From an optimization exercise on the open Yosys and OpenROAD flow, aimed at small area, a short achievable clock period and few clock cycles; shortcuts taken in it are not production practice.
In this exercise RTL edits were held to simulation tests only and were not proved equivalent to the original.
Power figures rest on the tool's default switching activity, not on a simulated workload.

===== flow/flow/run.sh =====
#!/bin/bash
# Standard layout, with the port buffers made from buf_4 instead of the
# default delay buffer.
set -euo pipefail
bash standard.sh "BUFFER_PORTS_ARGS=-buffer_cell sky130_fd_sc_hd__buf_4" finish > standard_make.log 2>&1

===== flow/standard.sh =====
#!/bin/bash
# synth_recipe.tcl (not shown) runs the flow's synth.tcl, then flattens the netlist and writes it again
# the make line also repeats each setting of config.mk as NAME=value (left out here)
make -C /OpenROAD-flow-scripts/flow DESIGN_CONFIG=/design/flow/config.mk WORK_HOME=/design/flow/orfs CLKGATE_MAP_FILE= SYNTH_SCRIPT=/design/flow/synth_recipe.tcl "${@:-finish}"

===== flow/config.mk =====
export PLATFORM = sky130hd
export DESIGN_NAME = stream_top
export DESIGN_NICKNAME = stream_top
export VERILOG_FILES = /design/flow/design.v
export SDC_FILE = /design/flow/constraint.sdc
export NUM_CORES = 4
export LEC_CHECK = 0
export CAP_MARGIN = 20
export CORE_MARGIN = 2
export CORE_UTILIZATION = 40
export CTS_BUF_LIST = sky130_fd_sc_hd__clkbuf_16
export CTS_CLUSTER_DIAMETER = 100
export CTS_CLUSTER_SIZE = 20
export SETUP_SLACK_MARGIN = 2.5
export SLEW_MARGIN = 20

===== flow/constraint.sdc =====
create_clock -name core_clock -period 5.0 [get_ports {bus_clk}]
set_input_delay 1.0000 -clock core_clock [delete_from_list [all_inputs] [get_ports {bus_clk}]]
set_output_delay 1.0000 -clock core_clock [all_outputs]
set_load 0.01 [all_outputs]

===== flow/design.v =====
`timescale 1ns/1ps
package stream_pkg;
  typedef logic [32-1:0] word_t;
  typedef logic [16-1:0] sample_t;
  typedef logic [7:0] byte_t;
  typedef logic [$clog2(32)-1:0] lite_idx_t;
  typedef logic [$clog2(32)-1:0] ram_addr_t;
  typedef logic [7*16-1:0] offsets_t;
endpackage
`timescale 1ns/1ps
module sync_fifo #(
  parameter int WIDTH = 16
) (
  input  logic             bus_clk,
  input  logic             rst_n,
  input  logic             clear,
  input  logic             wr_en,
  input  logic [WIDTH-1:0] din,
  input  logic             rd_en,
  output logic [WIDTH-1:0] dout,
  output logic             full,
  output logic             empty
);
  logic [WIDTH-1:0] mem0;
  logic [WIDTH-1:0] mem1;
  logic             wr_ptr;
  logic             rd_ptr;
  logic             do_wr;
  logic             do_rd;
  assign do_wr = wr_en && !full;
  assign do_rd = rd_en && !empty;
  assign dout  = rd_ptr ? mem1 : mem0;
  always_ff @(posedge bus_clk)
  begin
    if (do_wr && !wr_ptr)
      mem0 <= din;
    if (do_wr && wr_ptr)
      mem1 <= din;
  end
  always_ff @(posedge bus_clk or negedge rst_n)
  begin
    if (!rst_n)
    begin
      wr_ptr <= 1'b0;
      rd_ptr <= 1'b0;
      full   <= 1'b0;
      empty  <= 1'b1;
    end
    else if (clear)
    begin
      wr_ptr <= 1'b0;
      rd_ptr <= 1'b0;
      full   <= 1'b0;
      empty  <= 1'b1;
    end
    else
    begin
      if (do_wr)
        wr_ptr <= !wr_ptr;
      if (do_rd)
        rd_ptr <= !rd_ptr;
      if (do_wr && !do_rd)
      begin
        empty <= 1'b0;
        full  <= !empty;
      end
      else if (do_rd && !do_wr)
      begin
        full  <= 1'b0;
        empty <= !full;
      end
    end
  end
endmodule
`timescale 1ns/1ps
module lite_regs (
  input  logic                 bus_clk,
  input  logic                 rst_n,
  input  logic                 bus_wren,
  input  logic [4-1:0] bus_wstrb,
  input  logic                 bus_rden,
  input  stream_pkg::lite_idx_t bus_addr,
  input  stream_pkg::word_t    bus_wr_data,
  output stream_pkg::word_t    bus_rd_data,
  output stream_pkg::offsets_t offsets
);
  stream_pkg::word_t        lane_mem [32];
  logic [32-1:0] written;
  logic [32-1:0] hit;
  logic [3:0]               dec_lo;
  logic [7:0]               dec_hi;
  stream_pkg::word_t        wr_masked;
  stream_pkg::word_t        rd_mux;
  always_comb
  begin
    for (int i = 0; i < 4; i++)
      dec_lo[i] = (bus_addr[1:0] == 2'(i));
    for (int i = 0; i < 8; i++)
      dec_hi[i] = (bus_addr[4:2] == 3'(i));
    for (int e = 0; e < 32; e++)
      hit[e] = dec_hi[e / 4] && dec_lo[e % 4];
  end
  always_comb
  begin
    for (int l = 0; l < 4; l++)
      wr_masked[8*l +: 8] = bus_wstrb[l] ? bus_wr_data[8*l +: 8] : 8'h00;
  end
  always_ff @(posedge bus_clk)
  begin
    for (int e = 0; e < 32; e++)
    begin
      for (int l = 0; l < 4; l++)
      begin
        if (bus_wren && hit[e] && (bus_wstrb[l] || !written[e]))
          lane_mem[e][8*l +: 8] <= wr_masked[8*l +: 8];
      end
    end
  end
  always_ff @(posedge bus_clk or negedge rst_n)
  begin
    if (!rst_n)
      written <= '0;
    else if (bus_wren)
      written <= written | hit;
  end
  always_comb
  begin
    rd_mux = '0;
    for (int e = 0; e < 32; e++)
      rd_mux = rd_mux | (lane_mem[e] & {32{hit[e] && written[e]}});
  end
  always_ff @(posedge bus_clk or negedge rst_n)
  begin
    if (!rst_n)
      bus_rd_data <= '0;
    else if (bus_rden)
      bus_rd_data <= rd_mux;
  end
  always_comb
  begin
    for (int k = 0; k < 7; k++)
      offsets[16*k +: 16] =
        written[k] ? lane_mem[k][16-1:0] : '0;
  end
endmodule
`timescale 1ns/1ps
module byte_ram (
  input  logic                  bus_clk,
  input  logic                  rst_n,
  input  logic                  wren,
  input  stream_pkg::byte_t     wdata,
  input  logic                  rden,
  input  stream_pkg::ram_addr_t addr,
  output stream_pkg::byte_t     rdata
);
  stream_pkg::byte_t mem [32];
  always_ff @(posedge bus_clk)
  begin
    if (wren)
      mem[addr] <= wdata;
  end
  always_ff @(posedge bus_clk or negedge rst_n)
  begin
    if (!rst_n)
      rdata <= '0;
    else if (rden)
      rdata <= mem[addr];
  end
endmodule
`timescale 1ns/1ps
module offset_stage (
  input  logic                 bus_clk,
  input  logic                 rst_n,
  input  logic                 restart,
  input  stream_pkg::offsets_t offsets,
  output stream_pkg::sample_t  sum
);
  localparam int SLICES = 16 / 4;
  logic [7-1:0] step;
  logic [SLICES-2:0]         carry;
  stream_pkg::sample_t       pick;
  logic [4:0]                slice_next [SLICES];
  always_comb
  begin
    pick = '0;
    for (int k = 0; k < 7; k++)
      pick = pick | (offsets[16*k +: 16] & {16{step[k]}});
    for (int s = 0; s < SLICES; s++)
      slice_next[s] = {1'b0, sum[4*s +: 4]} + {1'b0, pick[4*s +: 4]} +
                      5'((s > 0) ? carry[(s > 0) ? s-1 : 0] : 1'b0);
  end
  always_ff @(posedge bus_clk or negedge rst_n)
  begin
    if (!rst_n)
    begin
      step  <= '0;
      carry <= '0;
      sum   <= '0;
    end
    else if (restart)
    begin
      step  <= 7'(1);
      carry <= '0;
      sum   <= '0;
    end
    else
    begin
      step <= step << 1;
      for (int s = 0; s < SLICES; s++)
      begin
        sum[4*s +: 4] <= slice_next[s][3:0];
        if (s < SLICES - 1)
          carry[s] <= slice_next[s][4];
      end
    end
  end
endmodule
`timescale 1ns/1ps
module stream_chain (
  input  logic                 bus_clk,
  input  logic                 rst_n,
  input  logic                 w32_open,
  input  logic                 r32_open,
  input  logic                 w32_wren,
  input  stream_pkg::word_t    w32_data,
  input  logic                 r32_rden,
  input  stream_pkg::sample_t  offset_sum,
  output logic                 w32_full,
  output stream_pkg::word_t    r32_data,
  output logic                 r32_empty
);
  logic                flush;
  logic                pop;
  stream_pkg::sample_t head;
  stream_pkg::sample_t out_q;
  assign flush = !(w32_open && r32_open);
  assign pop   = r32_rden && !r32_empty && !flush;
  sync_fifo #(.WIDTH(16)) i_fifo (
    .bus_clk(bus_clk), .rst_n(rst_n), .clear(flush),
    .wr_en(w32_wren), .din(w32_data[16-1:0] + offset_sum),
    .rd_en(r32_rden), .dout(head), .full(w32_full), .empty(r32_empty)
  );
  always_ff @(posedge bus_clk or negedge rst_n)
  begin
    if (!rst_n)
      out_q <= '0;
    else if (pop)
      out_q <= head;
  end
  assign r32_data = {{(32 - 16){1'b0}}, out_q};
endmodule
`timescale 1ns/1ps
module stream_top (
  input  logic                   bus_clk,
  input  logic                   rst_n,
  input  logic                   w32_open,
  input  logic                   w32_wren,
  input  logic [31:0]            w32_data,
  input  logic                   r32_open,
  input  logic                   r32_rden,
  input  logic                   lite_wren,
  input  logic [3:0]             lite_wstrb,
  input  logic                   lite_rden,
  input  logic [31:0]            lite_addr,
  input  logic [31:0]            lite_wr_data,
  input  logic                   mem_wren,
  input  logic [7:0]             mem_wdata,
  input  logic                   mem_rden,
  input  logic [4:0]             mem_addr,
  output logic                   w32_full,
  output logic [31:0]            r32_data,
  output logic                   r32_empty,
  output logic [31:0]            lite_rd_data,
  output logic [7:0]             mem_rdata
);
  stream_pkg::offsets_t offsets;
  stream_pkg::sample_t  offset_sum;
  logic                 offsets_written;
  lite_regs i_lite_regs (
    .bus_clk(bus_clk), .rst_n(rst_n),
    .bus_wren(lite_wren), .bus_wstrb(lite_wstrb), .bus_rden(lite_rden),
    .bus_addr(lite_addr[6:2]),
    .bus_wr_data(lite_wr_data), .bus_rd_data(lite_rd_data),
    .offsets(offsets)
  );
  assign offsets_written = lite_wren && (lite_addr[6:2] < 5'(7));
  offset_stage i_sum (
    .bus_clk(bus_clk), .rst_n(rst_n), .restart(offsets_written),
    .offsets(offsets), .sum(offset_sum)
  );
  byte_ram i_byte_ram (
    .bus_clk(bus_clk), .rst_n(rst_n), .wren(mem_wren), .wdata(mem_wdata),
    .rden(mem_rden), .addr(mem_addr), .rdata(mem_rdata)
  );
  stream_chain i_chain (
    .bus_clk(bus_clk), .rst_n(rst_n), .w32_open(w32_open), .r32_open(r32_open),
    .w32_wren(w32_wren), .w32_data(w32_data), .r32_rden(r32_rden),
    .offset_sum(offset_sum), .w32_full(w32_full), .r32_data(r32_data),
    .r32_empty(r32_empty)
  );
endmodule

==> results of run 1 <==
where the power goes:
group          total, uW  leakage [uW]  switching, uW  internal (uW)
Clock               7110       0.00141           3990           3120
Sequential         13900        0.0121            407          13500
Combinational       2310       0.00611           1400            911
Total              23400        0.0196           5790          17600
routing by layer:
metal | wire length [um] | up-vias | track usage, %
li1 | - | 13500 | -
met1 | 70700 | 17400 | 34.8
met2 | 83400 | 2321 | 39.1
met3 | 22200 | 482 | 6.47
met4 | 8780 | 6 | 9.92
met5 | 40 | - | 0
cells by family (layout without fill, tap and decap cells):
kind of cell | Yosys count | in the layout
compound gates | 814 | 814
xor+xnor | 21 | 21
fa+ha+maj | 36 | 36
buf+inv | 250 | 535
flops | 1430 | 1430
mux | 96 | 96
other cells | 1 | 20
simple gates | 539 | 556
final cells by class:
class | count | area (sq um) | area share [%]
diodes | 4 | 10.0 | 0.0157
clock buffers | 84 | 2100 | 3.30
clock inverters | 70 | 378 | 0.593
inverters | 31 | 118 | 0.185
multi-input cells | 1539 | 13200 | 20.8
flip-flops and latches | 1430 | 42400 | 66.5
well taps | 1794 | 2240 | 3.52
repair buffers | 350 | 3240 | 5.08
placed cells by master (no fill, tap or decap), drive strengths merged, types with 8 or more instances in the layout:
cell,Yosys,layout
fa,8,8
nand3,29,29
conb,1,16
and2,42,42
mux2i,41,41
nand4,91,91
a221oi,123,123
a222oi,33,33
nand2b,34,34
nand2,125,125
ha,28,28
nor2b,30,30
a22oi,267,267
o21ai,34,34
inv,30,96
a21oi,156,156
buf,138,350
edfxtp,1312,1312
and4,14,14
a21o,10,10
a31oi,17,17
mux4,54,54
nor2,96,96
dfrtp,117,117
a22o,117,117
clkbuf,81,84
nor3,18,18
xnor2,14,14
o32a,13,13
a211oi,10,10
and3,37,54
registers in the layout, summed over array words and instances, names as in the netlist, 16 cells and up:
| register | flops |
|---|---|
| i_chain.out_q | 16 |
| i_lite_regs.bus_rd_data | 32 |
| i_lite_regs.lane_mem | 1024 |
| i_sum.sum | 16 |
| i_lite_regs.written | 32 |
| i_chain.i_fifo.mem1 | 16 |
| i_byte_ram.mem | 256 |
| i_chain.i_fifo.mem0 | 16 |
metrics by stage:
step                power [uW]  setup slack, ps
detailed placement       16300             1350
global route             24100             2280
CTS                      23300             2310
floorplan                15400             2290
finish                   23400             2190
global placement         16300             1290
final timing paths:
path | endpoint | slack [ps] | cells past startpoint
max in group asynchronous | i_chain.i_fifo.empty$_DFFE_PN1P_ | 3630 | 2
hold / removal | i_lite_regs.bus_rd_data[25]$_DFFE_PN0P_ | 250 | 1
setup reg to reg | i_lite_regs.bus_rd_data[13]$_DFFE_PN0P_ | 2420 | 6
min in group core_clock | i_sum.step[1]$_DFF_PN0_ | 480 | 1
setup / recovery | i_lite_regs.lane_mem[30][31]$_DFFE_PP_ | 2190 | 5
hold reg to reg | i_sum.step[1]$_DFF_PN0_ | 480 | 1
worst max-delay path, cell delays in order:
cell	delay, ps
buf_4	210
nand2_1	80
nor2_1	540
nand2_1	500
a21oi_2	820
repair_timing:
item | 4_1_cts | 5_1_grt
setup buffers | 31 | 95
gates resized for setup | 77 | 72
endpoints found under the setup margin | 266 | 581
cloned | 13 | 4
hold buffers | 0 | 0
pin swaps | 12 | 14
==> key figures, run 1 <==
Synth
  – Yosys reg bits: 1,430
  – Post-synth top area cell: edfxtp_1
  – Mapped Cells: 3,187
  – Main combinational cell family by area after synthesis: compound AO/OA/AOI/OAI gates
  – Compound-Gate Fraction of Synth Area: 11.1%
  – Distinct cells, synth: 70
  – Synth area leaders: edfxtp_1 72%, dfrtp_1 5.3%, a22oi_1 3.6%, mux4_2 2.2%, a22o_1 1.9%
  – Syn Area/Cell: 17.3 sq um
  – Synthesized area: 55,100 sq um
  – Most frequent cell after synthesis: edfxtp_1
  – Async SR Flop Fraction: 8.25%
  – Number of synthesized flops with an enable pin: 1,312
  – Top-area cell type share of the netlist area: 71.6%
  – Mux cell area share after synthesis: 2.97%
  – Post-synthesis simple-gate area fraction: 5.20%
  – Dominant synthesized flop cell: edfxtp_1
  – Yosys warns: 7
  – Synth Area in XOR/XNOR: 0.334%
  – Commonest cells post-synth: 1,312 x edfxtp_1, 266 x a22oi_1, 156 x a21oi_1
  – Register area share after synthesis: 76.9%
  – Adder-cell area share of the yosys netlist: 0.927%

GRT
  – All-layer global routing usage: 25.5%
  – Vias in the first global route: 31,500
  – Initial antenna violation count: 5
  – Largest net degree at the start of global routing: 63
  – First-pass GRT wire length: 249,000 um
  – Gr ovfl total: 0

Layout
  – Final instance area: 63,700 sq um
  – # fillers: 11,600
  – Net count, final: 3,594
  – Layout cells sized above 1: 22.8%
  – Finished Layout Cells: 5,302
  – P&R area growth vs syn: 15.6%
  – Utilization after layout: 46.5%

Detailed routing
  – Vias: 33,700
  – Vias per std cell: 6.35
  – Final wirelength: 185,000 um
  – Post-route ant nets: 0
  – Routed len/inst: 34.9 um
  – DRT iter0 DRCs: 5,062
  – Residual DRC: 0
  – Drt first pass iters: 7

Die
  – Full die area: 141,000 sq um
  – FP Rows: 136
  – Die X-Extent: 375 um
  – Initial Util: 40.2%
  – Die H: 375 um
  – Core ar.: 137,000 sq um
  – Io pins: 197

STA
  – Hold violation count in the final report: 0
  – WHS: 247 ps
  – Fin. max-slew vios: 0
  – Min Clock Period, post-route: 2810 ps
  – Finish-stage setup viols: 0
  – Max-slew headroom: 22.1%
  – RSZ-0062 raised after global routing: true
  – Skew final: 47.2 ps
  – Final period util: 56.1%
  – Slew @ Worst Pin: 1170 ps
  – Achievable frequency: 0.356 GHz
  – TNS Setup: 0 ps

Place
  – Routability congestion estimate from global placement: 0.978
  – DP Wirelength: 103,000 um
  – Port bufs: 137
  – DP Cell Count: 4,997
  – Placed cell area: 58,800 sq um

Power
  – PD cells: 367 nW/um^2
  – Leak: 0.0196 uW
  – Peak supply drop: 311 uV

Clocking
  – Clock Latency Late Sink: 730 ps
  – CTS buffer count: 83
  – Clock-pin transition on the worst setup and hold timing paths: 80 ps
  – Clock tree from TritonCTS: yes
  – H-tree levels: 3
  – Clock root buffer: clkbuf_16
  – Clock Path Buffers: 3
  – Sink Count: 1,430

Setup path
  – Reg2reg start: i_lite_regs.written[25]$_DFFE_PN0P_
  – Crit path launch: lite_addr[3]
  – Worst Path Required: 5360 ps
  – Critical path peak fanout: 13
  – Startpoint Class: primary input
  – CP arrival: 3160 ps
  – CP endpoint kind: flip-flop
  – Setup Crit Path Kind: primary input to flip-flop

Run status
  – Status: complete, no violations

Job
  – Max-Cap Viols: 0

Hold path
  – HP Class: primary input to asynchronous set/reset pin
Testbench counts, summed over its fixed seeds: cycles 2,056.
==> run 2: changes to the inputs <==
--- a/flow/design.v
+++ b/flow/design.v
@@ -28,4 +28,6 @@
   logic             do_wr;
   logic             do_rd;
+  logic             not_empty;
+  assign empty = !not_empty;
   assign do_wr = wr_en && !full;
   assign do_rd = rd_en && !empty;
@@ -44,6 +46,6 @@
       wr_ptr <= 1'b0;
       rd_ptr <= 1'b0;
-      full   <= 1'b0;
-      empty  <= 1'b1;
+      full      <= 1'b0;
+      not_empty <= 1'b0;
     end
     else if (clear)
@@ -51,6 +53,6 @@
       wr_ptr <= 1'b0;
       rd_ptr <= 1'b0;
-      full   <= 1'b0;
-      empty  <= 1'b1;
+      full      <= 1'b0;
+      not_empty <= 1'b0;
     end
     else
@@ -62,11 +64,11 @@
       if (do_wr && !do_rd)
       begin
-        empty <= 1'b0;
-        full  <= !empty;
+        not_empty <= 1'b1;
+        full      <= not_empty;
       end
       else if (do_rd && !do_wr)
       begin
-        full  <= 1'b0;
-        empty <= !full;
+        full      <= 1'b0;
+        not_empty <= full;
       end
     end
==> flow/run.sh (new file) <==
#!/bin/bash
# synth_recipe.tcl (not shown) runs the flow's synth.tcl, then flattens the netlist and writes it again
# the make line also repeats each setting of config.mk as NAME=value (left out here)
make -C /OpenROAD-flow-scripts/flow DESIGN_CONFIG=/design/flow/config.mk WORK_HOME=/design/flow/orfs CLKGATE_MAP_FILE= SYNTH_SCRIPT=/design/flow/synth_recipe.tcl finish
--- a/flow/config.mk
+++ b/flow/config.mk
@@ -8,5 +8,5 @@
 export CAP_MARGIN = 20
 export CORE_MARGIN = 2
-export CORE_UTILIZATION = 40
+export CORE_UTILIZATION = 70
 export CTS_BUF_LIST = sky130_fd_sc_hd__clkbuf_16
 export CTS_CLUSTER_DIAMETER = 100
removed: flow/flow/run.sh
removed: flow/standard.sh
==> run 2 against run 1 <==
Still clean on timing, DRC and antenna. Utilization rose by 36 points. Clock power decreased by 5.3%. Hold slack improved by 160 ps. Design area barely moved. Via count grew 3.4%. Final cell count shrank 14%. Critical path depth increased by 3. Critical path type unchanged.
==> key figures, run 2 <==
Run status
  – Status: complete, no violations

STA
  – Setup WS post-layout: 2420 ps
  – Final period util: 51.6%
  – Skew final: 32.5 ps
  – Min Clock Period, post-route: 2580 ps
  – RSZ-0062 raised after global routing: true
  – Achievable frequency: 0.387 GHz
  – Max-slew headroom: 25.8%
  – TNS Setup: 0 ps
  – Hold violation count in the final report: 0
  – Fin. max-slew vios: 0
  – Finish-stage setup viols: 0
  – Slew @ Worst Pin: 1110 ps

Setup path
  – CP max-delay cell: nor3b_1
  – Worst Path Required: 5590 ps
  – R2R depth: 8
  – Cell Chain, Critical Path: buf_6, nor3b_1, and3_4, buf_12, a22o_1, a221oi_2, nand4_1, o32a_1
  – Setup Crit Path Kind: primary input to flip-flop
  – WP buf/inv: 2
  – Critical path peak fanout: 25
  – Worst path depth: 8
  – CP arrival: 3180 ps
  – Reg2reg start: i_lite_regs.written[5]$_DFFE_PN0P_
  – Cell family contributing the most delay on the critical path: simple AND/OR/NAND/NOR gates
  – Max incr delay on CP: 500 ps
  – Startpoint Class: primary input
  – Crit path launch: lite_addr[5]
  – CP endpoint kind: flip-flop

Die
  – Io pins: 197
  – Die X-Extent: 284 um
  – Full die area: 80,600 sq um
  – FP Rows: 102
  – Core ar.: 77,500 sq um
  – Die H: 284 um
  – Initial Util: 70.8%

Synth
  – Synthesized area: 54,800 sq um
  – Syn Area/Cell: 17.7 sq um
  – Register area share after synthesis: 77.2%
  – Async SR Flop Fraction: 8.25%
  – Top-area cell type share of the netlist area: 71.8%
  – Synth area leaders: edfxtp_1 72%, dfrtp_1 5.4%, a22o_1 2.7%, a22oi_1 2.5%, mux4_2 2.3%
  – Yosys reg bits: 1,430
  – Most frequent cell after synthesis: edfxtp_1
  – Distinct cells, synth: 59
  – Commonest cells post-synth: 1,312 x edfxtp_1, 186 x a22oi_1, 166 x a22o_1
  – Dominant synthesized flop cell: edfxtp_1
  – Yosys warns: 7
  – Mapped Cells: 3,105
  – Post-synth top area cell: edfxtp_1
  – Number of synthesized flops with an enable pin: 1,312

Power
  – PD cells: 364 nW/um^2
  – Peak supply drop: 332 uV
  – Leak: 0.0201 uW

Detailed routing
  – Routed len/inst: 38.9 um
  – Vias: 34,800
  – Met3 routed WL: 27,300 um
  – Final wirelength: 176,000 um
  – DRT iter0 DRCs: 6,076
  – WL met2: 79,900 um
  – Residual DRC: 0
  – Vias per std cell: 7.67
  – M1 wire length: 54,500 um
  – Highest Signal Layer: met5
  – Post-route ant nets: 0
  – Drt first pass iters: 9

Layout
  – Most frequent cells in the layout: 1,312 x edfxtp_1, 218 x buf_4, 183 x a22oi_1
  – Utilization after layout: 82.2%
  – Max FFs per register: 1,024
  – Net count, final: 3,587
  – P&R area growth vs syn: 16.1%
  – Top reg by flops: i_lite_regs.lane_mem
  – Final instance area: 63,600 sq um
  – Biggest regs: i_lite_regs.lane_mem: 1024 flops, i_byte_ram.mem: 256 flops
  – Commonest non-fill, non-tap cell in the layout: edfxtp_1
  – Layout cells sized above 1: 22.7%

Place
  – Placed cell area: 58,700 sq um
  – DP Wirelength: 101,000 um
  – Port bufs: 137
  – Routability congestion estimate from global placement: 1.03
  – Placement Setup Slack: 824 ps

Clocking
  – Clock tree from TritonCTS: yes
  – Clock Latency Late Sink: 680 ps
  – Clock-pin transition on the worst setup and hold timing paths: 90 ps
  – H-tree levels: 3
  – Clock Path Buffers: 3
  – CTS buffer count: 81
  – Hold-fix buffers, CTS: 0
  – Clock root buffer: clkbuf_16
  – Sink Count: 1,430

GRT
  – All-layer global routing usage: 43.8%
  – Initial antenna violation count: 4
  – First-pass GRT wire length: 246,000 um
  – Gr ovfl total: 0
  – Vias in the first global route: 34,000
  – Largest net degree at the start of global routing: 64

Job
  – Max-Cap Viols: 0

Hold path
  – HP Class: primary input to asynchronous set/reset pin
## run 2: changes by cell type after synthesis, sizes merged, moves of 9 or more
| cell | previous run | this run |
|---|---|---|
| a22oi | 267 | 186 |
| a22o | 117 | 166 |
| a221oi | 123 | 168 |
| nor2 | 96 | 72 |
| buf | 138 | 120 |
| o32a | 13 | 31 |
| clkbuf | 81 | 98 |
| nand3 | 29 | 12 |
| a31oi | 17 | 2 |
| nand4 | 91 | 105 |
| nor3 | 18 | 6 |
| and4 | 14 | 3 |
| mux2i | 41 | 30 |
| nand2 | 125 | 116 |
## run 2: path summary, 6_finish.rpt
| kind | endpoint | slack (ps) |
|---|---|---|
| max | i_lite_regs.bus_rd_data[2]$_DFFE_PN0P_ | 2420 |
| min | i_byte_ram.rdata[1]$_DFFE_PN0P_ | 410 |
| max reg2reg | i_sum.sum[11]$_DFF_PN0_ | 2510 |
| min reg2reg | i_chain.out_q[7]$_DFFE_PN0P_ | 480 |
| max in group asynchronous | i_lite_regs.written[5]$_DFFE_PN0P_ | 3450 |
| min in group core_clock | i_chain.out_q[7]$_DFFE_PN0P_ | 480 |
## run 2: stage by stage
stage	hold slack, ps	instances	power [uW]
floorplan	455	3120	15400
global placement	463	4244	16200
detailed placement	469	4244	16300
CTS	427	4499	22900
global route	426	4535	23800
finish	407	4537	23200
## run 2: metal layers
layer  GRT usage, %  vias to the layer above
met2           67.3                     3404
met4           26.7                        4
met1           55.9                    17100
li1               -                    13500
met5              0                        -
met3           12.8                      849
## run 2: kinds of logic (layout without fill, tap and decap cells)
kind of cell             after synthesis  after routing  share of synthesized area (%)
AO/OA/AOI/OAI                        804            804                           11.5
buffers and inverters                241            604                           2.27
AND/OR/NAND/NOR                      477            488                           4.63
multiplexers                          95             95                           3.05
adder cells (fa/ha/maj)               36             36                          0.931
XOR/XNOR                              21             21                          0.335
other                                  1             19                        0.00684
flip-flops                          1430           1430                           77.2
## run 2: what timing repair did
action / CTS / global route
pin swaps: 31 / 36
buffers inserted: 91 / 32
setup endpoints to repair: 1345 / 723
resized for setup: 245 / 78
cloned: 15 / 1
## run 2: cell type report
cell class	count	area [sq um]
flip-flops and latches	1430	42400
fillers	3783	13800
multi-input cells	1460	13100
repair buffers	428	4380
clock buffers	83	2080
well taps	1040	1300
clock inverters	66	269
inverters	23	101
repair inverters	4	30.0
diodes	3	7.51
## run 2: worst reg2reg max path, cell delays in order, from the launching register on
cell and delay [ps]:
dfrtp_2 470, and2_4 200, buf_4 180, a22oi_1 240, nand4_1 400, ha_1 490, a21oi_1 180, xor2_1 160
nor2_1 50
## run 2: power breakdown
part | internal [uW] | total, uW | switching, uW
sequential | 13500 | 13900 | 398
combinational | 1030 | 2490 | 1460
clock | 3030 | 6730 | 3700
Testbench counts of run 2, summed over its fixed seeds: cycles 2,056.
==> run 3: changes to the inputs <==
--- a/flow/config.mk
+++ b/flow/config.mk
@@ -8,8 +8,8 @@
 export CAP_MARGIN = 20
 export CORE_MARGIN = 2
-export CORE_UTILIZATION = 70
+export CORE_UTILIZATION = 60
 export CTS_BUF_LIST = sky130_fd_sc_hd__clkbuf_16
 export CTS_CLUSTER_DIAMETER = 100
 export CTS_CLUSTER_SIZE = 20
-export SETUP_SLACK_MARGIN = 2.5
+export SETUP_SLACK_MARGIN = 3.0
 export SLEW_MARGIN = 20
==> run 3 against run 2 <==
Still clean. Synthesized area unchanged. Fmax rose by 3.2%. Clock skew up 8.8 ps. Wire length up 15%. Highest routed layer unchanged.
==> key figures, run 3 <==
Power
  – PD cells: 341 nW/um^2
  – Peak supply drop: 415 uV
  – Leak: 0.0229 uW

Synth
  – Distinct cells, synth: 59
  – Yosys reg bits: 1,430
  – Syn Area/Cell: 17.7 sq um
  – Commonest cells post-synth: 1,312 x edfxtp_1, 186 x a22oi_1, 166 x a22o_1
  – Mapped Cells: 3,105
  – Number of synthesized flops with an enable pin: 1,312
  – Yosys warns: 7
  – Post-synth top area cell: edfxtp_1
  – Synthesized area: 54,800 sq um
  – Synth area leaders: edfxtp_1 72%, dfrtp_1 5.4%, a22o_1 2.7%, a22oi_1 2.5%, mux4_2 2.3%
  – Register area share after synthesis: 77.2%
  – Most frequent cell after synthesis: edfxtp_1
  – Top-area cell type share of the netlist area: 71.8%
  – Async SR Flop Fraction: 8.25%
  – Dominant synthesized flop cell: edfxtp_1

Setup path
  – CP endpoint kind: flip-flop
  – FF-to-FF End: i_sum.carry[2]$_DFF_PN0_
  – Max incr delay on CP: 420 ps
  – Worst Path Required: 5630 ps
  – Worst path depth: 11
  – CP most frequent cell: buf_12
  – Cell Chain, Critical Path: buf_12, buf_4, buf_12, nor3_4, and3_4, buf_4, buf_12, a22o_1, a221oi_2, nand4_1, o32a_1
  – CP max-delay cell: nor3_4
  – Startpoint Class: primary input
  – Cell family contributing the most delay on the critical path: simple AND/OR/NAND/NOR gates
  – WP buf/inv: 5
  – Setup Crit Path Kind: primary input to flip-flop
  – Flop-to-flop setup slack: 2510 ps
  – Reg2reg start: i_lite_regs.written[3]$_DFFE_PN0P_
  – Critical path peak fanout: 10
  – R2R depth: 7
  – CP arrival: 3130 ps
  – Crit path launch: lite_addr[5]

Clocking
  – CTS buffer count: 81
  – Clock-pin transition on the worst setup and hold timing paths: 80 ps
  – Clock Path Buffers: 3
  – Clock tree from TritonCTS: yes
  – Clock Latency Late Sink: 710 ps
  – Sink Count: 1,430
  – H-tree levels: 3
  – Clock root buffer: clkbuf_16

Place
  – DP Wirelength: 104,000 um
  – Placed cell area: 60,300 sq um
  – Port bufs: 137
  – DP Cell Count: 4,311
  – Routability congestion estimate from global placement: 0.968

Detailed routing
  – Vias per std cell: 7.35
  – Post-route ant nets: 0
  – Residual DRC: 0
  – Vias: 36,900
  – DRT iter0 DRCs: 6,226
  – Final wirelength: 202,000 um
  – Drt first pass iters: 6
  – Routed len/inst: 40.3 um

Die
  – Initial Util: 60.7%
  – Die X-Extent: 306 um
  – Full die area: 93,800 sq um
  – Core ar.: 90,300 sq um
  – Io pins: 197
  – Die H: 306 um
  – FP Rows: 110

STA
  – Min Clock Period, post-route: 2500 ps
  – Slew @ Worst Pin: 1060 ps
  – Final period util: 50.0%
  – RSZ-0062 raised after global routing: true
  – Finish-stage setup viols: 0
  – Skew final: 41.3 ps
  – Achievable frequency: 0.400 GHz
  – Hold violation count in the final report: 0
  – Max-slew headroom: 29.6%
  – Fin. max-slew vios: 0
  – TNS Setup: 0 ps

Layout
  – Commonest non-fill, non-tap cell in the layout: edfxtp_1
  – Max FFs per register: 1,024
  – Register Area: 42,400 sq um
  – P&R area growth vs syn: 29.4%
  – Top reg by flops: i_lite_regs.lane_mem
  – Net count, final: 3,935
  – Finished Layout Cells: 5,022
  – Most frequent cells in the layout: 1,312 x edfxtp_1, 338 x buf_4, 201 x buf_12
  – # fillers: 4,763
  – Multi-input gate area: 15,500 sq um
  – Biggest regs: i_lite_regs.lane_mem: 1024 flops, i_byte_ram.mem: 256 flops
  – Final instance area: 71,000 sq um
  – Layout cells sized above 1: 38.6%

GRT
  – Vias in the first global route: 35,300
  – All-layer global routing usage: 42.1%
  – Largest net degree at the start of global routing: 68
  – Initial antenna violation count: 5
  – Gr ovfl total: 0
  – First-pass GRT wire length: 271,000 um

Hold path
  – HP Class: primary input to asynchronous set/reset pin

Job
  – Max-Cap Viols: 0

Run status
  – Status: complete, no violations
## run 3: cell counts after synthesis
Identical to the previous run, type by type.
## run 3: timing repair
action | 4_1_cts | 5_1_grt
buffers inserted | 429 | 93
setup endpoints to repair | 2521 | 1066
pin swaps | 249 | 110
cloned | 31 | 5
hold buffers | 0 | 0
resized for setup | 696 | 123
## run 3: worst max path at each step
stage	to	slack [ps]
4_1_cts	i_sum.carry[2]$_DFF_PN0_	2620
5_1_grt	i_sum.carry[2]$_DFF_PN0_	2530
3_3_place_gp	i_lite_regs.bus_rd_data[2]$_DFFE_PN0P_	850
3_5_place_dp	i_lite_regs.bus_rd_data[2]$_DFFE_PN0P_	850
2_1_floorplan	i_chain.i_fifo.mem0[14]$_DFFE_PP_	2230
6_report	i_lite_regs.bus_rd_data[8]$_DFFE_PN0P_	2500
## run 3: cells by family (layout without fill, tap and decap cells)
logic type                 after synthesis  in the layout  share of synthesized area (%)
DFF                                   1430           1430                           77.2
and+or+nand+nor                        477            500                           4.63
AOI/OAI and AO/OA                      804            804                           11.5
adders and majority gates               36             36                          0.931
muxes                                   95             95                           3.05
xor gates and xnor gates                21             21                          0.335
other                                    1             21                        0.00684
buffers and inverters                  241            939                           2.27
## run 3: routing by layer
metal / track usage, % / part of all wire (%)
met1: 52.7 / 32
met2: 64.4 / 45
met3: 12.9 / 14
met4: 27.2 / 8.9
met5: 0 / 0.083
## run 3: per-stage QoR
| stage | worst slack [ps] | util [%] | total power, uW | hold slack [ps] |
|---|---|---|---|---|
| floorplan | 2230 | - | 15600 | 455 |
| global placement | 853 | 66.8 | 16500 | 468 |
| detailed placement | 850 | 66.8 | 16600 | 474 |
| CTS | 2620 | 77.0 | 23700 | 423 |
| global route | 2530 | 78.6 | 24800 | 410 |
| finish | 2500 | 78.6 | 24200 | 379 |
## run 3: area by class of cell
type / instances / area share, %
diodes: 5 / 0.0176
clock buffers: 82 / 2.89
clock inverters: 66 / 0.423
inverters: 23 / 0.160
multi-input cells: 1472 / 21.9
flip-flops and latches: 1430 / 59.7
well taps: 1176 / 2.07
repair buffers: 768 / 12.8
## run 3: power by group
group / total, uW / switching (uW) / internal (uW)
clock: 6850 / 3800 / 3050
combinational: 3330 / 1820 / 1520
sequential: 14100 / 509 / 13500
total: 24200 / 6120 / 18100
## run 3: worst register-to-register path, stage by stage, from the launching register on
cell	delay, ps
dfrtp_4	530
and2_4	280
a22oi_2	200
nand4_1	510
ha_4	460
a21o_1	180
a21oi_2	150
nor2_1	50
==> run 4: changes to the inputs <==
--- a/flow/config.mk
+++ b/flow/config.mk
@@ -12,4 +12,5 @@
 export CTS_CLUSTER_DIAMETER = 100
 export CTS_CLUSTER_SIZE = 20
-export SETUP_SLACK_MARGIN = 3.0
+export PLACE_DENSITY = 0.8
+export SETUP_SLACK_MARGIN = 2.5
 export SLEW_MARGIN = 20
==> run 4 against run 3 <==
Still clean on timing, DRC and antenna. Sequential share of layout area grew 7.0 points. Critical path depth shrank 5. Flip-flop and latch count is the same. Largest power group unchanged.
==> key figures, run 4 <==
Run status
  – Status: complete, no violations

Job
  – Max-Cap Viols: 0

Setup path
  – CP max-delay cell: and3_2
  – Critical path peak fanout: 13
  – Setup Crit Path Kind: primary input to flip-flop
  – CP arrival: 3180 ps
  – R2R depth: 6
  – CP endpoint kind: flip-flop
  – Cell Chain, Critical Path: buf_4, nor2b_2, and3_2, a22oi_1, nand4_1, o32a_1
  – Max incr delay on CP: 820 ps
  – Startpoint Class: primary input
  – Flop-to-flop setup slack: 2550 ps
  – Worst Path Required: 5630 ps
  – FF-to-FF End: i_lite_regs.bus_rd_data[2]$_DFFE_PN0P_
  – Reg2reg start: i_lite_regs.written[10]$_DFFE_PN0P_

STA
  – Final period util: 51.0%
  – Achievable frequency: 0.392 GHz
  – TNS Setup: 0 ps
  – Fin. max-slew vios: 0
  – RSZ-0062 raised after global routing: true
  – Slew @ Worst Pin: 1120 ps
  – Skew final: 39.0 ps
  – Hold violation count in the final report: 0
  – Finish-stage setup viols: 0
  – Max-slew headroom: 25.6%
  – Min Clock Period, post-route: 2550 ps
  – WHS: 416 ps
  – Setup WS post-layout: 2450 ps

GRT
  – First-pass GRT wire length: 248,000 um
  – Vias in the first global route: 34,300
  – Gr ovfl total: 0
  – M1 GR Usage: 47.5%
  – Top Usage Layer GRT: met2
  – All-layer global routing usage: 37.7%
  – Largest net degree at the start of global routing: 77
  – Met2 Use GR: 57.4%
  – Initial antenna violation count: 9
  – Met3 usage: 11.8%

Place
  – Placement Setup Slack: 667 ps
  – Routability congestion estimate from global placement: 1.03
  – Port bufs: 137
  – DP Wirelength: 100,000 um
  – Placed cell area: 58,800 sq um

Synth
  – Mapped Cells: 3,105
  – Yosys reg bits: 1,430
  – Most frequent cell after synthesis: edfxtp_1
  – Mux cell area share after synthesis: 3.05%
  – Async SR Flop Fraction: 8.25%
  – Dominant synthesized flop cell: edfxtp_1
  – Distinct cells, synth: 59
  – Main combinational cell family by area after synthesis: compound AO/OA/AOI/OAI gates
  – Register area share after synthesis: 77.2%
  – Compound-Gate Fraction of Synth Area: 11.5%
  – Number of synthesized flops with an enable pin: 1,312
  – Post-synth top area cell: edfxtp_1
  – Top-area cell type share of the netlist area: 71.8%
  – Synth area leaders: edfxtp_1 72%, dfrtp_1 5.4%, a22o_1 2.7%, a22oi_1 2.5%, mux4_2 2.3%
  – Synth Area in XOR/XNOR: 0.335%
  – Syn Area/Cell: 17.7 sq um
  – Commonest cells post-synth: 1,312 x edfxtp_1, 186 x a22oi_1, 166 x a22o_1
  – Post-synthesis simple-gate area fraction: 4.63%
  – Synthesized area: 54,800 sq um
  – Adder-cell area share of the yosys netlist: 0.931%
  – Yosys warns: 7

Clocking
  – CTS buffer count: 81
  – Hold-fix buffers, CTS: 0
  – Clock Latency Late Sink: 710 ps
  – Clock tree from TritonCTS: yes
  – Clock root buffer: clkbuf_16
  – Sink Count: 1,430
  – Clock Path Buffers: 3
  – H-tree levels: 3
  – Clock-pin transition on the worst setup and hold timing paths: 80 ps

Die
  – FP Rows: 110
  – Die H: 306 um
  – Core ar.: 90,300 sq um
  – Full die area: 93,800 sq um
  – Io pins: 197
  – Initial Util: 60.7%
  – Die X-Extent: 306 um

Power
  – Peak supply drop: 360 uV
  – Leak: 0.0200 uW
  – PD cells: 366 nW/um^2

Detailed routing
  – DRT iter0 DRCs: 6,592
  – Final wirelength: 178,000 um
  – Drt first pass iters: 10
  – Post-route ant nets: 0
  – Vias per std cell: 7.47
  – Routed len/inst: 38.3 um
  – Residual DRC: 0
  – Vias: 34,700

Layout
  – Final instance area: 63,500 sq um
  – # fillers: 5,407
  – Top reg by flops: i_lite_regs.lane_mem
  – Net count, final: 3,562
  – Commonest non-fill, non-tap cell in the layout: edfxtp_1
  – P&R area growth vs syn: 15.8%
  – Max FFs per register: 1,024
  – Biggest regs: i_lite_regs.lane_mem: 1024 flops, i_byte_ram.mem: 256 flops
  – Most frequent cells in the layout: 1,312 x edfxtp_1, 204 x buf_4, 181 x a22oi_1
  – Layout cells sized above 1: 22.1%

Hold path
  – HP Class: primary input to asynchronous set/reset pin
## run 4: cell counts after synthesis
Identical to the previous run, type by type.
## run 4: timing repair
action                                 in CTS  in global routing
endpoints found under the hold margin       0                  0
buffers inserted                           83                 19
gates resized for setup                   264                 59
setup endpoints to repair                1305                479
gates cloned                               17                  1
pin swaps                                  36                 26
## run 4: where the power goes
group / internal, uW / switching, uW
clock network: 3030 / 3830
logic: 995 / 1440
registers: 13500 / 402
total: 17600 / 5680
## run 4: layout make-up
class                           instances  area (sq um)  share of cell area, %
Sequential cell                      1430         42400                   66.7
Multi-Input combinational cell       1465         13200                   20.8
Timing Repair Buffer                  400          3920                   6.18
Clock buffer                           82          2050                   3.23
Tap cell                             1176          1470                   2.32
Clock inverter                         69           373                  0.587
Inverter                               23           101                  0.160
Timing Repair inverter                  2          15.0                 0.0237
Antenna cell                            2          5.00                0.00788
## run 4: worst max-delay path by stage
stage | from | to | depth (start not counted) | slack (ps)
after global routing | w32_data[10] | i_chain.i_fifo.mem0[15]$_DFFE_PP_ | 6 | 2420
after floorplan | w32_data[0] | i_chain.i_fifo.mem0[14]$_DFFE_PP_ | 9 | 2230
final | lite_addr[4] | i_lite_regs.bus_rd_data[13]$_DFFE_PN0P_ | 6 | 2450
after detailed placement | lite_addr[4] | i_lite_regs.bus_rd_data[12]$_DFFE_PN0P_ | 7 | 670
after CTS | w32_data[0] | i_chain.i_fifo.mem1[14]$_DFFE_PP_ | 11 | 2490
after global placement | lite_addr[4] | i_lite_regs.bus_rd_data[12]$_DFFE_PN0P_ | 7 | 740
## run 4: through the flow
step	std cells	util, %	power [uW]
2_1_floorplan	3120	-	15400
3_3_place_gp	4375	65.1	16200
3_5_place_dp	4375	65.1	16300
4_1_cts	4626	69.9	23100
5_1_grt	4648	70.3	23800
6_report	4649	70.3	23200
## run 4: logic make-up after synthesis
logic type,Yosys count
AOI/OAI and AO/OA,804
xor gates and xnor gates,21
adders and majority gates,36
buffers and inverters,241
DFF,1430
muxes,95
other,1
and+or+nand+nor,477
## run 4: critical path: cells and delay by family
family	cells	cell delay, ps
AOI/OAI and AO/OA	2	420
and+or+nand+nor	3	1540
buffers and inverters	1	210
## run 4: per-layer routing
metal	up-vias	share of wire (%)
met3	966	16
met4	14	8.5
met5	-	0.075
li1	13400	-
met1	16900	31
met2	3412	44
==> run 5: changes to the inputs <==
--- a/flow/config.mk
+++ b/flow/config.mk
@@ -12,5 +12,4 @@
 export CTS_CLUSTER_DIAMETER = 100
 export CTS_CLUSTER_SIZE = 20
-export PLACE_DENSITY = 0.8
-export SETUP_SLACK_MARGIN = 2.5
+export SETUP_SLACK_MARGIN = 2.3
 export SLEW_MARGIN = 20
==> run 5 against run 4 <==
Synthesized area unchanged. Design area decreased by 2.0%. Via count decreased by 3.2%. Clock-buffer cell count unchanged. Power decreased by 0.90%. Non-clock buffer count decreased by 3. Clock skew increased by 4.4 ps. Sequential power about the same. Fmax decreased by 7.7%. First-iteration DRC count decreased by 22%. Critical endpoint is now i_lite_regs.bus_rd_data[11]$_DFFE_PN0P_. Highest routed layer unchanged.
==> key figures, run 5 <==
STA
  – Slew @ Worst Pin: 1100 ps
  – Max-slew headroom: 26.6%
  – Final period util: 55.2%
  – Skew final: 43.4 ps
  – Achievable frequency: 0.362 GHz
  – TNS Setup: 0 ps
  – Min Clock Period, post-route: 2760 ps
  – Hold violation count in the final report: 0
  – Finish-stage setup viols: 0
  – RSZ-0062 raised after global routing: true
  – Fin. max-slew vios: 0

Setup path
  – Worst Path Required: 5600 ps
  – WP buf/inv: 1
  – CP max-delay cell: and3_2
  – R2R depth: 10
  – Flop-to-flop setup slack: 2280 ps
  – Cell family contributing the most delay on the critical path: simple AND/OR/NAND/NOR gates
  – Cell Chain, Critical Path: clkdlybuf4s18_2, nor3_1, and3_2, a22oi_1, nand4_1, o32a_1
  – Setup Crit Path Kind: primary input to flip-flop
  – CP arrival: 3360 ps
  – FF-to-FF End: i_sum.carry[0]$_DFF_PN0_
  – Capture point of the critical path: i_lite_regs.bus_rd_data[11]$_DFFE_PN0P_
  – CP endpoint kind: flip-flop
  – Critical path peak fanout: 13
  – Reg2reg start: i_lite_regs.written[4]$_DFFE_PN0P_
  – Worst path depth: 6
  – Startpoint Class: primary input
  – Crit path launch: lite_addr[6]
  – Max incr delay on CP: 900 ps

Clocking
  – Clock-pin transition on the worst setup and hold timing paths: 80 ps
  – Clock Path Buffers: 3
  – Sink Count: 1,430
  – Clock Latency Late Sink: 690 ps
  – Clock tree from TritonCTS: yes
  – CTS buffer count: 81
  – Clock root buffer: clkbuf_16
  – H-tree levels: 3
  – Hold-fix buffers, CTS: 0

Power
  – PD cells: 370 nW/um^2
  – Combinational power share: 10.2%
  – Switching share of power: 23.9%
  – Peak supply drop: 309 uV
  – Clock power share: 29.5%
  – Leak: 0.0195 uW
  – Pwr Total: 23,000 uW
  – Psw: 5510 uW
  – Power Internal: 17,500 uW
  – Part of the power in registers: 60.3%

Synth
  – Async SR Flop Fraction: 8.25%
  – Mapped Cells: 3,105
  – Top-area cell type share of the netlist area: 71.8%
  – Yosys reg bits: 1,430
  – Number of synthesized flops with an enable pin: 1,312
  – Distinct cells, synth: 59
  – Syn Area/Cell: 17.7 sq um
  – Yosys warns: 7
  – Adder-cell area share of the yosys netlist: 0.931%
  – Main combinational cell family by area after synthesis: compound AO/OA/AOI/OAI gates
  – Compound-Gate Fraction of Synth Area: 11.5%
  – Synthesized area: 54,800 sq um
  – Most frequent cell after synthesis: edfxtp_1
  – Synth area leaders: edfxtp_1 72%, dfrtp_1 5.4%, a22o_1 2.7%, a22oi_1 2.5%, mux4_2 2.3%
  – Mux cell area share after synthesis: 3.05%
  – Post-synth top area cell: edfxtp_1
  – Post-synthesis simple-gate area fraction: 4.63%
  – Register area share after synthesis: 77.2%
  – Synth Area in XOR/XNOR: 0.335%
  – Dominant synthesized flop cell: edfxtp_1
  – Commonest cells post-synth: 1,312 x edfxtp_1, 186 x a22oi_1, 166 x a22o_1

GRT
  – Largest net degree at the start of global routing: 68
  – All-layer global routing usage: 37.5%
  – Initial antenna violation count: 3
  – Gr ovfl total: 0
  – Vias in the first global route: 32,500
  – First-pass GRT wire length: 244,000 um

Die
  – Core ar.: 90,300 sq um
  – Initial Util: 60.7%
  – Full die area: 93,800 sq um
  – FP Rows: 110
  – Io pins: 197
  – Die X-Extent: 306 um
  – Die H: 306 um

Job
  – Max-Cap Viols: 0

Layout
  – Biggest regs: i_lite_regs.lane_mem: 1024 flops, i_byte_ram.mem: 256 flops
  – Most frequent cells in the layout: 1,312 x edfxtp_1, 227 x buf_4, 186 x a22oi_1
  – Max FFs per register: 1,024
  – P&R area growth vs syn: 13.4%
  – Commonest non-fill, non-tap cell in the layout: edfxtp_1
  – Net count, final: 3,551
  – Layout cells sized above 1: 18.2%
  – Final instance area: 62,200 sq um
  – Top reg by flops: i_lite_regs.lane_mem
  – # fillers: 5,963

Detailed routing
  – Drt first pass iters: 7
  – Post-route ant nets: 0
  – Vias per std cell: 7.25
  – Vias: 33,600
  – Routed len/inst: 38.1 um
  – Final wirelength: 176,000 um
  – Residual DRC: 0
  – DRT iter0 DRCs: 5,163

Place
  – Port bufs: 137
  – Placed cell area: 58,600 sq um
  – Routability congestion estimate from global placement: 0.970
  – DP Wirelength: 104,000 um

Hold path
  – HP Class: primary input to asynchronous set/reset pin

Run status
  – Status: complete, no violations
run 5: power groups by stage:
| stage | logic [uW] | clock network, uW | registers (uW) |
|---|---|---|---|
| detailed placement | 2170 | 0 | 14100 |
| global route | 2530 | 7220 | 13900 |
| finish | 2350 | 6790 | 13900 |
| global placement | 2090 | 0 | 14100 |
| floorplan | 1260 | 0 | 14000 |
| CTS | 2240 | 6810 | 13900 |
run 5: worst min-delay path by stage:
stage | end | slack [ps] | cells past startpoint
final | i_byte_ram.rdata[5]$_DFFE_PN0P_ | 440 | 1
after global routing | i_byte_ram.rdata[5]$_DFFE_PN0P_ | 460 | 1
after CTS | i_byte_ram.rdata[5]$_DFFE_PN0P_ | 450 | 1
after detailed placement | i_chain.out_q[1]$_DFFE_PN0P_ | 470 | 2
after global placement | i_chain.out_q[8]$_DFFE_PN0P_ | 460 | 2
after floorplan | i_sum.step[1]$_DFF_PN0_ | 460 | 1
run 5: cell families (layout without fill, tap and decap cells):
kind of cell	after synthesis	in the layout
flip-flops	1430	1430
AO/OA/AOI/OAI	804	804
AND/OR/NAND/NOR	477	486
buffers and inverters	241	565
multiplexers	95	95
adder cells (fa/ha/maj)	36	36
XOR/XNOR	21	21
other	1	18
run 5: layout make-up:
class | count | area [sq um] | area share [%]
tap | 1176 | 1470 | 2.37
multi-input combinational | 1458 | 12200 | 19.6
sequential | 1430 | 42400 | 68.1
clock buffer | 82 | 2050 | 3.30
timing repair inverter | 1 | 5.00 | 0.00805
timing repair buffer | 397 | 3690 | 5.94
inverter | 23 | 93.8 | 0.151
clock inverter | 62 | 302 | 0.485
antenna | 2 | 5.00 | 0.00805
run 5: metal layers:
layer	GRT usage (%)	vias up	wire length, um
li1	-	13400	-
met4	17.2	6	9840
met5	0	-	41
met2	59.7	2464	83200
met3	7.63	548	20600
met1	50.7	17200	62800
run 5: repair_timing:
item	4_1_cts	5_1_grt
endpoints found under the hold margin	0	0
setup endpoints to repair	585	547
setup buffers	39	19
cloned	8	2
pin swaps	18	12
gates resized for setup	111	50
run 5: per-stage QoR:
step           instances  util [%]  hold WS, ps  setup slack [ps]
2_1_floorplan       3120         -          455              2220
3_3_place_gp        4416      64.9          463               820
3_5_place_dp        4416      64.9          469               792
4_1_cts             4607      68.4          452              2110
5_1_grt             4629      68.9          459              2190
6_report            4631      68.9          435              2240
==> run 6: changes to the inputs <==
--- a/flow/config.mk
+++ b/flow/config.mk
@@ -12,4 +12,5 @@
 export CTS_CLUSTER_DIAMETER = 100
 export CTS_CLUSTER_SIZE = 20
-export SETUP_SLACK_MARGIN = 2.3
+export SETUP_SLACK_MARGIN = 2.5
 export SLEW_MARGIN = 20
+export TNS_END_PERCENT = 10
==> run 6 against run 5 <==
Critical path type unchanged. Clock skew down 20 ps. Register-to-register slack better by 40 ps. Largest cell class unchanged. Clock-buffer cell count rose by 1. Critical endpoint is now i_lite_regs.bus_rd_data[25]$_DFFE_PN0P_. First-iteration DRC count grew 9.3%. Largest power group unchanged.
==> key figures, run 6 <==
Run status
  – Status: complete, no violations

Detailed routing
  – Routed len/inst: 37.8 um
  – Final wirelength: 175,000 um
  – Drt first pass iters: 7
  – Residual DRC: 0
  – Vias: 33,500
  – DRT iter0 DRCs: 5,644
  – Vias per std cell: 7.24
  – Post-route ant nets: 0

Layout
  – Net count, final: 3,546
  – Most frequent cells in the layout: 1,312 x edfxtp_1, 218 x buf_4, 186 x a22oi_1
  – Commonest non-fill, non-tap cell in the layout: edfxtp_1
  – Utilization after layout: 68.9%
  – Biggest regs: i_lite_regs.lane_mem: 1024 flops, i_byte_ram.mem: 256 flops
  – # fillers: 5,918
  – Max FFs per register: 1,024
  – P&R area growth vs syn: 13.4%
  – Top reg by flops: i_lite_regs.lane_mem
  – Layout cells sized above 1: 17.7%

Setup path
  – Critical path peak fanout: 14
  – Setup Crit Path Kind: primary input to flip-flop
  – Max incr delay on CP: 950 ps
  – CP arrival: 3340 ps
  – Startpoint Class: primary input
  – FF-to-FF End: i_sum.sum[5]$_DFF_PN0_
  – CP endpoint kind: flip-flop
  – Cell Chain, Critical Path: buf_2, nor3_1, and3_2, a22oi_1, nand4_1, or4_1, o22a_1
  – R2R depth: 8
  – WP buf/inv: 1
  – Flop-to-flop setup slack: 2320 ps
  – CP max-delay cell: and3_2
  – Reg2reg start: i_lite_regs.written[0]$_DFFE_PN0P_
  – Cell family contributing the most delay on the critical path: simple AND/OR/NAND/NOR gates
  – Worst Path Required: 5620 ps

Synth
  – Yosys reg bits: 1,430
  – Synthesized area: 54,800 sq um
  – Most frequent cell after synthesis: edfxtp_1
  – Syn Area/Cell: 17.7 sq um
  – Number of synthesized flops with an enable pin: 1,312
  – Async SR Flop Fraction: 8.25%
  – Post-synth top area cell: edfxtp_1
  – Top-area cell type share of the netlist area: 71.8%
  – Register area share after synthesis: 77.2%
  – Synth area leaders: edfxtp_1 72%, dfrtp_1 5.4%, a22o_1 2.7%, a22oi_1 2.5%, mux4_2 2.3%
  – Commonest cells post-synth: 1,312 x edfxtp_1, 186 x a22oi_1, 166 x a22o_1
  – Dominant synthesized flop cell: edfxtp_1
  – Mapped Cells: 3,105
  – Yosys warns: 7
  – Distinct cells, synth: 59

GRT
  – Vias in the first global route: 32,600
  – Largest net degree at the start of global routing: 79
  – Initial antenna violation count: 6
  – All-layer global routing usage: 37.3%
  – First-pass GRT wire length: 243,000 um
  – Gr ovfl total: 0

Die
  – Core ar.: 90,300 sq um
  – Full die area: 93,800 sq um
  – Io pins: 197
  – FP Rows: 110
  – Initial Util: 60.7%
  – Die X-Extent: 306 um
  – Die H: 306 um

STA
  – Finish-stage setup viols: 0
  – Hold violation count in the final report: 0
  – Slew @ Worst Pin: 1120 ps
  – RSZ-0062 raised after global routing: true
  – Fin. max-slew vios: 0
  – TNS Setup: 0 ps
  – Achievable frequency: 0.368 GHz
  – Min Clock Period, post-route: 2720 ps
  – Final period util: 54.3%
  – Skew final: 23.7 ps
  – Max-slew headroom: 25.1%

Clocking
  – Sink Count: 1,430
  – Clock Latency Late Sink: 680 ps
  – H-tree levels: 3
  – CTS buffer count: 81
  – Clock Path Buffers: 3
  – Clock-pin transition on the worst setup and hold timing paths: 80 ps
  – Hold-fix buffers, CTS: 0
  – Clock tree from TritonCTS: yes
  – Clock root buffer: clkbuf_16

Power
  – Peak supply drop: 322 uV
  – PD cells: 370 nW/um^2
  – Leak: 0.0195 uW

Job
  – Max-Cap Viols: 0

Hold path
  – HP Class: primary input to asynchronous set/reset pin

Place
  – Routability congestion estimate from global placement: 1.02
  – DP Wirelength: 104,000 um
  – Port bufs: 137
run 6: cell counts after synthesis:
Identical to the previous run, type by type.
run 6: logic make-up after synthesis:
group,count (synthesis),synth area share [%]
flip-flops,1430,77.2
AO/OA/AOI/OAI,804,11.5
AND/OR/NAND/NOR,477,4.63
buffers and inverters,241,2.27
multiplexers,95,3.05
adder cells (fa/ha/maj),36,0.931
XOR/XNOR,21,0.335
other,1,0.00684
run 6: worst max-delay path by stage:
stage,startpoint,end,cells after the start
2_1_floorplan,w32_data[0],i_chain.i_fifo.mem0[14]$_DFFE_PP_,9
3_3_place_gp,lite_addr[5],i_lite_regs.bus_rd_data[4]$_DFFE_PN0P_,7
3_5_place_dp,lite_addr[5],i_lite_regs.bus_rd_data[8]$_DFFE_PN0P_,8
4_1_cts,w32_data[0],i_chain.i_fifo.mem1[14]$_DFFE_PP_,10
5_1_grt,w32_data[7],i_chain.i_fifo.mem1[14]$_DFFE_PP_,8
6_report,lite_addr[6],i_lite_regs.bus_rd_data[25]$_DFFE_PN0P_,7
run 6: cell type report:
class / count / area (sq um) / share of cell area, %
sequential: 1430 / 42400 / 68.1
inverter: 23 / 93.8 / 0.151
multi-input combinational: 1457 / 12200 / 19.6
antenna: 1 / 2.50 / 0.00402
timing repair buffer: 393 / 3700 / 5.96
timing repair inverter: 1 / 5.00 / 0.00805
clock inverter: 66 / 310 / 0.499
tap: 1176 / 1470 / 2.37
clock buffer: 83 / 2080 / 3.34
run 6: per-stage QoR:
stage / instances / setup WS [ps] / total power (uW) / hold slack (ps) / instance area (sq um)
after floorplan: 3120 / 2220 / 15300 / 455 / 55200
after global placement: 4412 / 720 / 16200 / 464 / 58500
after detailed placement: 4413 / 801 / 16300 / 476 / 58600
after CTS: 4619 / 2290 / 23000 / 471 / 62000
after global routing: 4629 / 2210 / 23700 / 458 / 62200
final: 4630 / 2280 / 23000 / 418 / 62200
run 6: timing repair:
action,in CTS,in global routing
pin swaps,23,4
cloned,8,1
buffers inserted,49,7
gates resized for setup,157,19
endpoints found under the setup margin,1302,1133
run 6: routing by layer:
layer	part of all wire, %	routed length (um)	track usage (%)
met2	47	83200	60.2
met3	12	21200	7.30
met1	35	61200	50.0
met5	0.026	46	0
met4	5.4	9510	16.4
run 6: where the power goes:
part / switching (uW) / internal (uW)
clock: 3790 / 3050
sequential: 376 / 13500
combinational: 1330 / 948
total: 5500 / 17500
==> run 7: changes to the inputs <==
--- a/flow/config.mk
+++ b/flow/config.mk
@@ -14,3 +14,2 @@
 export SETUP_SLACK_MARGIN = 2.5
 export SLEW_MARGIN = 20
-export TNS_END_PERCENT = 10
==> run 7 against run 6 <==
Still clean. Critical path depth did not move. Utilization increased by 1.4 points. Clock-buffer cell count is the same. Power rose by 0.74%. Combinational power up 7%. Flip-flop and latch count did not move. Highest routed layer unchanged.
==> key figures, run 7 <==
Run status
  – Status: complete, no violations

Die
  – Die H: 306 um
  – Die X-Extent: 306 um
  – Io pins: 197
  – Core ar.: 90,300 sq um
  – Initial Util: 60.7%
  – Full die area: 93,800 sq um
  – FP Rows: 110

Layout
  – # fillers: 5,728
  – Biggest regs: i_lite_regs.lane_mem: 1024 flops, i_byte_ram.mem: 256 flops
  – Commonest non-fill, non-tap cell in the layout: edfxtp_1
  – Top reg by flops: i_lite_regs.lane_mem
  – Max FFs per register: 1,024
  – Most frequent cells in the layout: 1,312 x edfxtp_1, 253 x buf_4, 182 x a22oi_1
  – Layout cells sized above 1: 22.3%
  – Net count, final: 3,601
  – Final instance area: 63,500 sq um
  – P&R area growth vs syn: 15.7%

Detailed routing
  – Vias: 33,700
  – Drt first pass iters: 6
  – Final wirelength: 179,000 um
  – Residual DRC: 0
  – Post-route ant nets: 0
  – Vias per std cell: 7.20
  – Routed len/inst: 38.3 um
  – DRT iter0 DRCs: 5,276

STA
  – Max-slew headroom: 23.4%
  – Skew final: 27.1 ps
  – WHS: 348 ps
  – Final period util: 51.3%
  – Fin. max-slew vios: 0
  – RSZ-0062 raised after global routing: true
  – Min Clock Period, post-route: 2560 ps
  – TNS Setup: 0 ps
  – Slew @ Worst Pin: 1150 ps
  – Achievable frequency: 0.390 GHz
  – Hold violation count in the final report: 0
  – Finish-stage setup viols: 0

Setup path
  – Startpoint Class: primary input
  – Critical path peak fanout: 16
  – Worst Path Required: 5570 ps
  – CP arrival: 3130 ps
  – Setup Crit Path Kind: primary input to flip-flop
  – CP endpoint kind: flip-flop

Synth
  – Distinct cells, synth: 59
  – Yosys warns: 7
  – Post-synth top area cell: edfxtp_1
  – Yosys reg bits: 1,430
  – Top-area cell type share of the netlist area: 71.8%
  – Register area share after synthesis: 77.2%
  – Most frequent cell after synthesis: edfxtp_1
  – Synthesized area: 54,800 sq um
  – Commonest cells post-synth: 1,312 x edfxtp_1, 186 x a22oi_1, 166 x a22o_1
  – Syn Area/Cell: 17.7 sq um
  – Number of synthesized flops with an enable pin: 1,312
  – Async SR Flop Fraction: 8.25%
  – Synth area leaders: edfxtp_1 72%, dfrtp_1 5.4%, a22o_1 2.7%, a22oi_1 2.5%, mux4_2 2.3%
  – Mapped Cells: 3,105
  – Dominant synthesized flop cell: edfxtp_1

Clocking
  – Hold-fix buffers, CTS: 0
  – Clock Path Buffers: 3
  – CTS buffer count: 82
  – Clock Latency Late Sink: 700 ps
  – Clock root buffer: clkbuf_16
  – Clock tree from TritonCTS: yes
  – H-tree levels: 3
  – Clock-pin transition on the worst setup and hold timing paths: 80 ps
  – Sink Count: 1,430

GRT
  – Gr ovfl total: 0
  – First-pass GRT wire length: 247,000 um
  – All-layer global routing usage: 38.2%
  – Largest net degree at the start of global routing: 77
  – Initial antenna violation count: 5
  – Vias in the first global route: 32,400

Place
  – DP Wirelength: 104,000 um
  – Port bufs: 137
  – Placed cell area: 58,900 sq um
  – Routability congestion estimate from global placement: 0.961

Power
  – Leak: 0.0202 uW
  – Peak supply drop: 364 uV
  – PD cells: 366 nW/um^2

Hold path
  – HP Class: primary input to asynchronous set/reset pin

Job
  – Max-Cap Viols: 0
==> run 7: cell types whose count changed in the layout (fill, tap and decap cells not counted), moves of 5 or more <==
cell             change
ha_4                 +8
a221oi_1            -66
buf_12              +11
a21oi_2             +15
nand2_2              +5
a21oi_4             +10
nand2_1              -5
and3_4               +5
buf_4               +35
dlygate4sd2_1       +61
ha_1                 -8
a221oi_2            +66
a21oi_1             -25
clkdlybuf4s50_1     -64
==> run 7: layout make-up <==
cell class / instances / area (sq um) / share of cell area [%]
clock buffer: 83 / 2080 / 3.27
antenna: 1 / 2.50 / 0.00394
inverter: 23 / 93.8 / 0.148
timing repair inverter: 1 / 7.51 / 0.0118
tap: 1176 / 1470 / 2.32
multi-input combinational: 1462 / 12900 / 20.4
timing repair buffer: 442 / 4180 / 6.59
sequential: 1430 / 42400 / 66.7
clock inverter: 69 / 333 / 0.524
==> run 7: what timing repair did <==
action	in CTS	in global routing
resized for setup	215	52
pin swaps	37	25
setup buffers	81	37
gates cloned	13	2
endpoints found under the setup margin	1157	406
==> run 7: cells by family after synthesis <==
kind of cell | synth area share (%)
flip-flops | 77.2
buffers and inverters | 2.27
AND/OR/NAND/NOR | 4.63
adder cells (fa/ha/maj) | 0.931
AO/OA/AOI/OAI | 11.5
other | 0.00684
multiplexers | 3.05
XOR/XNOR | 0.335
==> run 7: critical path, stage by stage <==
cell	delay (ps)
buf_4	210
and3b_2	320
and3_4	350
a22o_1	250
a221oi_2	290
nand4_1	290
o32a_1	420
==> run 7: stage by stage <==
stage	cells	setup WS [ps]	total power (uW)	utilization, %
2_1_floorplan	3120	2230	15400	-
3_3_place_gp	4398	759	16200	65.3
3_5_place_dp	4398	757	16300	65.3
4_1_cts	4644	2250	23100	69.6
5_1_grt	4686	2390	23900	70.3
6_report	4687	2440	23200	70.3
==> run 7: report_power, final <==
group	switching (uW)	internal, uW
sequential	352	13500
combinational	1440	995
clock	3810	3060
==> run 7: routing by layer <==
metal  part of all wire (%)  vias to the layer above  track usage (%)
met4                    6.1                        6             18.5
met3                     12                      597             9.13
li1                       -                    13500                -
met1                     35                    17100             50.3
met5                  0.027                        -                0
met2                     47                     2584             60.7
==> run 7: worst paths after layout <==
kind / from / end / slack [ps] / cells past startpoint
min: rst_n / i_byte_ram.rdata[1]$_DFFE_PN0P_ / 350 / 1
max in group asynchronous: rst_n / i_lite_regs.written[3]$_DFFE_PN0P_ / 3710 / 2
max reg2reg: i_lite_regs.written[1]$_DFFE_PN0P_ / i_sum.sum[3]$_DFF_PN0_ / 2590 / 9
min in group core_clock: i_chain.out_q[15]$_DFFE_PN0P_ / i_chain.out_q[15]$_DFFE_PN0P_ / 480 / 2
min reg2reg: i_chain.out_q[15]$_DFFE_PN0P_ / i_chain.out_q[15]$_DFFE_PN0P_ / 480 / 2
max: lite_addr[6] / i_lite_regs.bus_rd_data[12]$_DFFE_PN0P_ / 2440 / 7

separate check: timing with driven ports:
In the flow no input, the clock included, has a driving cell. The finished layouts below were timed again as built, in two steps. Step 1 (the two cells are an assumption about what drives the block):
set clk [get_ports {bus_clk}]
set_driving_cell -lib_cell sky130_fd_sc_hd__clkbuf_16 $clk
set_driving_cell -lib_cell sky130_fd_sc_hd__buf_2 [delete_from_list [all_inputs] $clk]
Step 2 times the ports against the registers' clock, not the clock port: input delays grow and output delays shrink by t, the midpoint of the rising clock arrivals with the driver on. Three values: ideal, step 1, step 2; two values: the first two.
run	t (ns)	slack for setup (ns)	worst setup path after step 2	clock arrival spread, ns
run 1	0.796	2.193 / 2.192 / 1.396	input to register	0.054 / 0.054
run 2	0.733	2.418 / 2.416 / 1.683	input to register	0.034 / 0.034
run 3	0.758	2.499 / 2.493 / 1.735	input to register	0.051 / 0.051
run 4	0.761	2.452 / 2.422 / 1.661	input to register	0.044 / 0.044
run 5	0.740	2.238 / 2.267 / 1.526	input to register	0.047 / 0.047
run 6	0.732	2.285 / 2.249 / 1.581	input to register	0.030 / 0.029
run 7	0.760	2.437 / 2.431 / 1.671	input to register	0.030 / 0.030
After both steps setup and hold are still met in every run listed. The setup slack of run 1, which loses most, moves by -0.001 ns with the drivers and by -0.797 ns with both steps.
